Context: an optimization exercise on an open-source flow, tuned for a short achievable clock period and few clock cycles. The choices shown serve that exercise and are no tape-out recipe. The RTL was checked by simulation tests, not by an equivalence proof against the original design. Power is estimated from default activity; no workload was simulated.

==> inputs of run a <==
Design mipsCore, start of the top module:
module mipsCore (
    input  logic        clk,
    input  logic        arstN,
    output logic [31:0] imemAddr,
    input  logic [31:0] imemData,
    output logic [31:0] dmemAddr,
    output logic [31:0] dmemWData,
    output logic        dmemWe,
    input  logic [31:0] dmemRData,
    output logic        wbEn,        
    output logic [4:0]  wbReg,
    output logic [31:0] wbData
);
    logic [31:2] pcFn;          
    logic [31:2] pcOut;         
    logic [31:2] pcF;
    assign pcF = ~pcFn;
    localparam int BtbIdx = 3;
    localparam int BtbN   = 1 << BtbIdx;
    localparam int TagW   = 8;
    logic [BtbN-1:0] btbV;
    logic [BtbN-1:0][TagW-1:0] btbTag;
    logic [BtbN-1:0][31:2]     btbTgt;
    logic [BtbN-1:0] lpV;
    logic [3:0]      lpCnt  [BtbN];
    logic [3:0]      lpTrip [BtbN];
    logic        wrE, ldE, stE;         
    logic        beqE, bneE, jE;        
    logic        hitE;                  
    logic        entE;                  
    logic [31:2] predE;                 
    logic [31:2] tgtE, pc4E;
    logic [BtbIdx+TagW+1:2] pcLoE;
    logic [4:0]  rdE;
    logic        subE;                  
    logic [16:0] kE;                    
    logic [31:0] aE, bE, sE;            
    logic        fw00E, fw10E, fw01E, fw11E;    
  ...
export LEC_CHECK = 0
export CAP_MARGIN = 20
export CORE_MARGIN = 2
export CORE_UTILIZATION = 30
export PLACE_DENSITY = 0.55
export SLEW_MARGIN = 20
export SYNTH_HIERARCHICAL = 1
create_clock -name core_clock -period 10.0 [get_ports {clk}]
standard.sh (not shown) runs the stock make flow with config.mk's settings and CLKGATE_MAP_FILE= SYNTH_SCRIPT=/design/flow/synth_recipe.tcl, a recipe that flattens the netlist after the stock synthesis.
==> flow/flow/run.sh <==
#!/bin/bash
# Standard layout (standard.sh), with two changes that leave every register
# as the standard synthesis makes it:
#  - timing repair aimed below the constraint's period: repair_timing keeps
#    working until the setup slack reaches SETUP_SLACK_MARGIN;
#  - adders left to ABC as plain logic (no full/half adder cells).
cp standard.sh standard.sh.txt
export SETUP_SLACK_MARGIN=6.7
bash standard.sh ADDER_MAP_FILE= finish > standard.log 2>&1
==> inputs of run b, as changes to run a <==
--- a/flow/design.v
+++ b/flow/design.v
@@ -98,18 +98,15 @@
     assign hiP   = pcF[31:18] + 14'd1;
     assign hiM   = pcF[31:18] - 14'd1;
     assign tgtHi = imm[15] ? (loSum[17] ? pcF[31:18] : hiM)
                            : (loSum[17] ? hiP : pcF[31:18]);
     assign tgt   = {tgtHi, loSum[16:1]};
 endmodule
 `timescale 1ns/1ps
-module mipsBranch #(
-    parameter int BtbIdx = 3,
-    parameter int TagW   = 8
-) (
+module mipsBranch (
     input  logic [31:0] aE,
     input  logic [31:0] bE,          
     input  logic [31:0] resM,
     input  logic        fw00E,       
     input  logic        fw10E,
     input  logic        fw01E,
     input  logic        fw11E,
@@ -118,63 +115,32 @@
     input  logic        jE,
     input  logic        hitE,        
     input  logic [31:2] predE,       
     input  logic [31:2] tgtE,
     input  logic [31:2] pc4E,
     input  logic        stall,       
     input  logic [31:2] pcF,
-    output logic [31:2] pc4,
-    input  logic        isJ,
-    input  logic [25:0] jt,
-    input  logic [(1<<BtbIdx)-1:0]             btbV,
-    input  logic [(1<<BtbIdx)-1:0][TagW-1:0]   btbTag,
-    input  logic [(1<<BtbIdx)-1:0][31:2]       btbTgt,
-    input  logic [(1<<BtbIdx)-1:0]             lpExit,
-    output logic        hitF,        
-    output logic        entF,        
-    output logic [31:2] pred,        
+    input  logic [31:2] pred,        
     output logic        takenX,
     output logic        mispX,
     output logic        wrBtbX,      
     output logic        go,          
     output logic [31:2] pcNext
 );
-    localparam int BtbN = 1 << BtbIdx;
-    assign pc4 = pcF + 30'd1;
-    logic [BtbN-1:0] mEnt, mHit;
-    logic [31:2]     btbOut;
-    always_comb
-    begin
-        btbOut = '0;
-        for (int i = 0; i < BtbN; i++)
-        begin
-            mEnt[i] = btbV[i] && pcF[BtbIdx+1:2] == BtbIdx'(i) &&
-                      btbTag[i] == pcF[BtbIdx+TagW+1:BtbIdx+2];
-            mHit[i] = mEnt[i] && !lpExit[i];
-            btbOut  = btbOut | ({30{mHit[i]}} & btbTgt[i]);
-        end
-    end
-    assign entF = |mEnt;
-    assign hitF = |mHit;
-    assign pred = isJ ? {pc4[31:28], jt} : hitF ? btbOut : pc4;
     logic eq00, eq10, eq01, eqX, tgtOkE;
     assign eq00 = &(aE ^ bE);
     assign eq10 = &(resM ^ bE);
     assign eq01 = aE == resM;
     assign eqX  = (fw00E & eq00) | (fw10E & eq10) | (fw01E & eq01) | fw11E;
     assign tgtOkE = predE == tgtE;
     assign takenX = (beqE & eqX) | (bneE & ~eqX);
     assign mispX  = takenX ? !(hitE && tgtOkE) : (hitE && !jE);
     assign wrBtbX = bneE && takenX && !(hitE && tgtOkE);
     assign go     = !stall && !mispX;
-    logic [31:2] slow;
-    logic        useBtb;
-    assign slow   = mispX ? (takenX ? tgtE : pc4E) : stall ? pcF : isJ ? {pc4[31:28], jt} : pc4;
-    assign useBtb = hitF && !isJ && !stall && !mispX;
-    assign pcNext = useBtb ? btbOut : slow;
+    assign pcNext = mispX ? (takenX ? tgtE : pc4E) : stall ? pcF : pred;
 endmodule
 `timescale 1ns/1ps
 module mipsCore (
     input  logic        clk,
     input  logic        arstN,
     output logic [31:0] imemAddr,
     input  logic [31:0] imemData,
@@ -182,24 +148,22 @@
     output logic [31:0] dmemWData,
     output logic        dmemWe,
     input  logic [31:0] dmemRData,
     output logic        wbEn,        
     output logic [4:0]  wbReg,
     output logic [31:0] wbData
 );
-    logic [31:2] pcFn;          
-    logic [31:2] pcOut;         
     logic [31:2] pcF;
-    assign pcF = ~pcFn;
+    logic [31:2] pcOut;         
     localparam int BtbIdx = 3;
     localparam int BtbN   = 1 << BtbIdx;
     localparam int TagW   = 8;
     logic [BtbN-1:0] btbV;
-    logic [BtbN-1:0][TagW-1:0] btbTag;
-    logic [BtbN-1:0][31:2]     btbTgt;
+    logic [TagW-1:0] btbTag [BtbN];
+    logic [31:2]     btbTgt [BtbN];
     logic [BtbN-1:0] lpV;
     logic [3:0]      lpCnt  [BtbN];
     logic [3:0]      lpTrip [BtbN];
     logic        wrE, ldE, stE;         
     logic        beqE, bneE, jE;        
     logic        hitE;                  
     logic        entE;                  
@@ -210,17 +174,15 @@
     logic        subE;                  
     logic [16:0] kE;                    
     logic [31:0] aE, bE, sE;            
     logic        fw00E, fw10E, fw01E, fw11E;    
     logic        sME;                   
     logic        wrM, ldM, weM;
     logic [4:0]  rdM;
-    logic [31:0] resMn;                 
     logic [31:0] resM;
-    assign resM = ~resMn;
     logic [31:0] addrM, sdM;            
     logic        wbEnW;
     logic [4:0]  wbRegW;
     logic [31:0] wbDataW;
     logic [31:1][31:0] regFile;         
     logic [31:0] ir;
     logic [5:0]  op, fn;
@@ -247,20 +209,23 @@
     assign dst    = isR ? rd : rt;
     assign wr     = (isR | isAddi | isLw) && dst != 5'd0;
     assign rdRs   = isR | isAddi | isLw | isSw | isBeq | isBne;
     assign rdRt   = isR | isSw | isBeq | isBne;
     assign immSrc = isAddi | isLw | isSw;
     assign subOp  = isBeq | isBne | (isR && (fn == 6'b100010 || fn == 6'b101010));
     assign brNz   = (isBeq | isBne) && ir[15:0] != 16'd0;
+    assign pc4 = pcF + 30'd1;
     mipsTarget uTarget (.pcF, .imm(ir[15:0]), .tgt);
-    logic            hitF, entF;
-    logic [BtbN-1:0] lpExit;       
-    always_comb
-        for (int i = 0; i < BtbN; i++)
-            lpExit[i] = lpV[i] && lpCnt[i] == lpTrip[i];
+    logic [BtbIdx-1:0] idxF;
+    logic              hitF, entF, exitF;
+    assign idxF = pcF[BtbIdx+1:2];
+    assign entF  = btbV[idxF] && btbTag[idxF] == pcF[BtbIdx+TagW+1:BtbIdx+2];
+    assign exitF = lpV[idxF] && lpCnt[idxF] == lpTrip[idxF];
+    assign hitF  = entF && !exitF;
+    assign pred = isJ ? {pc4[31:28], ir[25:0]} : hitF ? btbTgt[idxF] : pc4;
     assign stall = ldE && ((rdRs && rs == rdE) || (rdRt && rt == rdE));
     assign wdM = ldM ? dmemRData : resM;
     always_comb
     begin
         rsVal = '0;
         rtVal = '0;
         for (int i = 1; i < 32; i++)
@@ -283,96 +248,73 @@
     logic        eqX, mispX, go;
     logic [31:2] pcNext;
     assign sX = sME ? resM : sE;
     mipsAlu uAlu (
         .aE, .bE, .resM, .subE, .kE, .resX
     );
     logic takenX, wrBtbX;
-    mipsBranch #(.BtbIdx(BtbIdx), .TagW(TagW)) uBranch (
+    mipsBranch uBranch (
         .aE, .bE, .resM, .fw00E, .fw10E, .fw01E, .fw11E,
         .beqE, .bneE, .jE, .hitE, .predE, .tgtE, .pc4E,
-        .stall, .pcF, .pc4, .isJ, .jt(ir[25:0]),
-        .btbV, .btbTag, .btbTgt, .lpExit, .hitF, .entF, .pred,
+        .stall, .pcF, .pred,
         .takenX, .mispX, .wrBtbX, .go, .pcNext
     );
     always_ff @(posedge clk or negedge arstN)
     begin
         if (!arstN)
-            pcFn <= '1;
+            pcF <= '0;
         else
-            pcFn <= ~pcNext;
+            pcF <= pcNext;
     end
-    always_ff @(posedge clk or negedge arstN)
+    always_ff @(posedge clk)
     begin
         if (!arstN)
             pcOut <= '0;
         else
             pcOut <= pcNext;
     end
-    logic                   newM, updM, takenM;     
-    logic [BtbIdx+TagW+1:2] pcLoM;
-    logic [31:2]            tgtM;
-    logic [BtbIdx-1:0]      idxM;
     always_ff @(posedge clk or negedge arstN)
     begin
         if (!arstN)
-        begin
-            newM <= 1'b0;
-            updM <= 1'b0;
-        end
-        else
-        begin
-            newM <= wrBtbX;
-            updM <= bneE && entE;
-        end
-    end
-    always_ff @(posedge clk)
-    begin
-        takenM <= takenX;
-        pcLoM  <= pcLoE;
-        tgtM   <= tgtE;
+            btbV <= '0;
+        else if (wrBtbX)
+            btbV[pcLoE[BtbIdx+1:2]] <= 1'b1;
     end
-    assign idxM = pcLoM[BtbIdx+1:2];
+    logic [BtbIdx-1:0] idxE;
+    assign idxE = pcLoE[BtbIdx+1:2];
     always_ff @(posedge clk or negedge arstN)
     begin
         if (!arstN)
-            btbV <= '0;
-        else if (newM)
-            btbV[idxM] <= 1'b1;
+            lpV <= '0;
+        else if (wrBtbX && !entE)
+            lpV[idxE] <= 1'b0;
+        else if (bneE && entE && !takenX)
+            lpV[idxE] <= lpCnt[idxE] != 4'd15;    
     end
     always_ff @(posedge clk)
     begin
-        if (newM)
+        if (wrBtbX && !entE)
+            lpCnt[idxE] <= 4'd1;
+        else if (bneE && entE)
         begin
-            btbTag[idxM] <= pcLoM[BtbIdx+TagW+1:BtbIdx+2];
-            btbTgt[idxM] <= tgtM;
+            if (!takenX)
+            begin
+                lpTrip[idxE] <= lpCnt[idxE];
+                lpCnt[idxE]  <= 4'd0;
+            end
+            else if (lpCnt[idxE] != 4'd15)
+                lpCnt[idxE] <= lpCnt[idxE] + 4'd1;
         end
     end
-    always_ff @(posedge clk or negedge arstN)
-    begin
-        if (!arstN)
-            lpV <= '0;
-        else if (newM && !updM)
-            lpV[idxM] <= 1'b0;
-        else if (updM && !takenM)
-            lpV[idxM] <= lpCnt[idxM] != 4'd15;    
-    end
     always_ff @(posedge clk)
     begin
-        if (newM && !updM)
-            lpCnt[idxM] <= 4'd1;
-        else if (updM)
+        if (wrBtbX)
         begin
-            if (!takenM)
-            begin
-                lpTrip[idxM] <= lpCnt[idxM];
-                lpCnt[idxM]  <= 4'd0;
-            end
-            else if (lpCnt[idxM] != 4'd15)
-                lpCnt[idxM] <= lpCnt[idxM] + 4'd1;
+            btbTag[pcLoE[BtbIdx+1:2]] <= pcLoE[BtbIdx+TagW+1:BtbIdx+2];
+            btbTgt[pcLoE[BtbIdx+1:2]] <= tgtE;
         end
     end
     logic fwA, fwB;
     assign fwA = wrE && rdE == rs;
     assign fwB = !immSrc && wrE && rdE == rt;
     logic        opAnd, opOr, opSlt, opSub, opAdd, f00, f10, f01, f11;
     logic [16:0] kF;
@@ -457,17 +399,19 @@
             weM <= stE;
         end
     end
     always_ff @(posedge clk)
     begin
         ldM  <= ldE;
         rdM  <= rdE;
-        resMn <= ~resX;
-        addrM <= resX;      
-        sdM   <= sX;        
+        resM <= resX;
+        if (ldE | stE)
+            addrM <= resX;
+        if (stE)
+            sdM <= sX;
     end
     assign dmemAddr  = addrM;
     assign dmemWData = sdM;
     assign dmemWe    = weM;
     always_ff @(posedge clk or negedge arstN)
     begin
         if (!arstN)
==> qor summary <==
Post-synth top area share: run b 50.44%; run a 45.72%
Fraction of synthesized cell area in xor and xnor cells: run b 4.697%; run a 5.438%
Register-to-Register Path Depth: run b 11; run a 13
Critical path depth in cells: run b 1; run a 13
Fin area: run b 111,500 um2; run a 122,800 um2
Critical Path Max Stage Delay: run b 0.58 ns; run a 0.56 ns
Final Instance Count excl. Fillers: run b 11,461; run a 12,954
Number of enable-type register cells in the synthesized netlist: run b 1,424; run a 1,360
Total die area: run b 286,800 um2; run a 302,100 um2
Outcome: run b timing/DRC/antenna clean; run a timing/DRC/antenna clean
Power share of the sequential group: run b 39.1%; run a 36.6%
Met3 wire length: run b 62,760 um; run a 79,310 um
Clk pwr share: run b 29.4%; run a 28.7%
Global routing usage on met3: run b 9.386%; run a 14.49%
Clock latency on the worst-skew pair: run b 0.94 ns; run a 0.92 ns
Reg-to-reg critical path endpoint: run b addrM[16]$_DFFE_PP_; run a resMn[16]$_DFF_P_
Synthesized flop and latch total: run b 1,809; run a 1,853
Ant diodes: run b 28; run a 65
Overall die width: run b 535.6 um; run a 549.7 um
Required time worst endpoint: run b 8.00 ns; run a 10.79 ns
Internal power of the cells: run b 17.30 mW; run a 18.25 mW
Met1 layer usage reported by global route: run b 34.61%; run a 37.97%
Multi-input logic area: run b 36,380 um2; run a 41,100 um2
Leak Pwr: run b 37.06 nW; run a 43.01 nW
Final critical-path share of the clock period: run b 36.74%; run a 38.64%
Sum of met2 wire segment lengths after detailed routing: run b 178,300 um; run a 205,800 um
Multi-input comb cells: run b 4,488; run a 5,077
Testbench counts of run a, summed over its fixed seeds: cycles 21,926.
Testbench counts of run b, summed over its fixed seeds: cycles 21,929.

## port drivers added, routing unchanged
Ports are ideal in the flow. The routed layouts listed here were re-timed in OpenROAD. Step 1 (the two cells are an assumption about what drives the block):
set clk [get_ports {clk}]
set_driving_cell -lib_cell sky130_fd_sc_hd__clkbuf_16 $clk
set_driving_cell -lib_cell sky130_fd_sc_hd__buf_2 [delete_from_list [all_inputs] $clk]
Step 2 times the ports against the registers' clock, not the clock port: input delays grow and output delays shrink by t, the midpoint of the rising clock arrivals with the driver on. Slacks: no drivers / after step 1 / after step 2; pairs: no drivers / after step 1.
run	t (ns)	setup WS [ns]	worst setup path at the end	latest minus earliest clock arrival (ns)	pins driven straight from the clock port
run a	0.982	6.136 / 6.039 / 5.057	input to register	0.116 / 0.117	1
run b	0.996	6.326 / 6.220 / 5.357	input to register	0.095 / 0.094	1
After both steps setup and hold are still met in every run listed. For run a, which loses most, drivers alone change the setup slack by -0.097 ns; drivers and shift together by -1.079 ns.
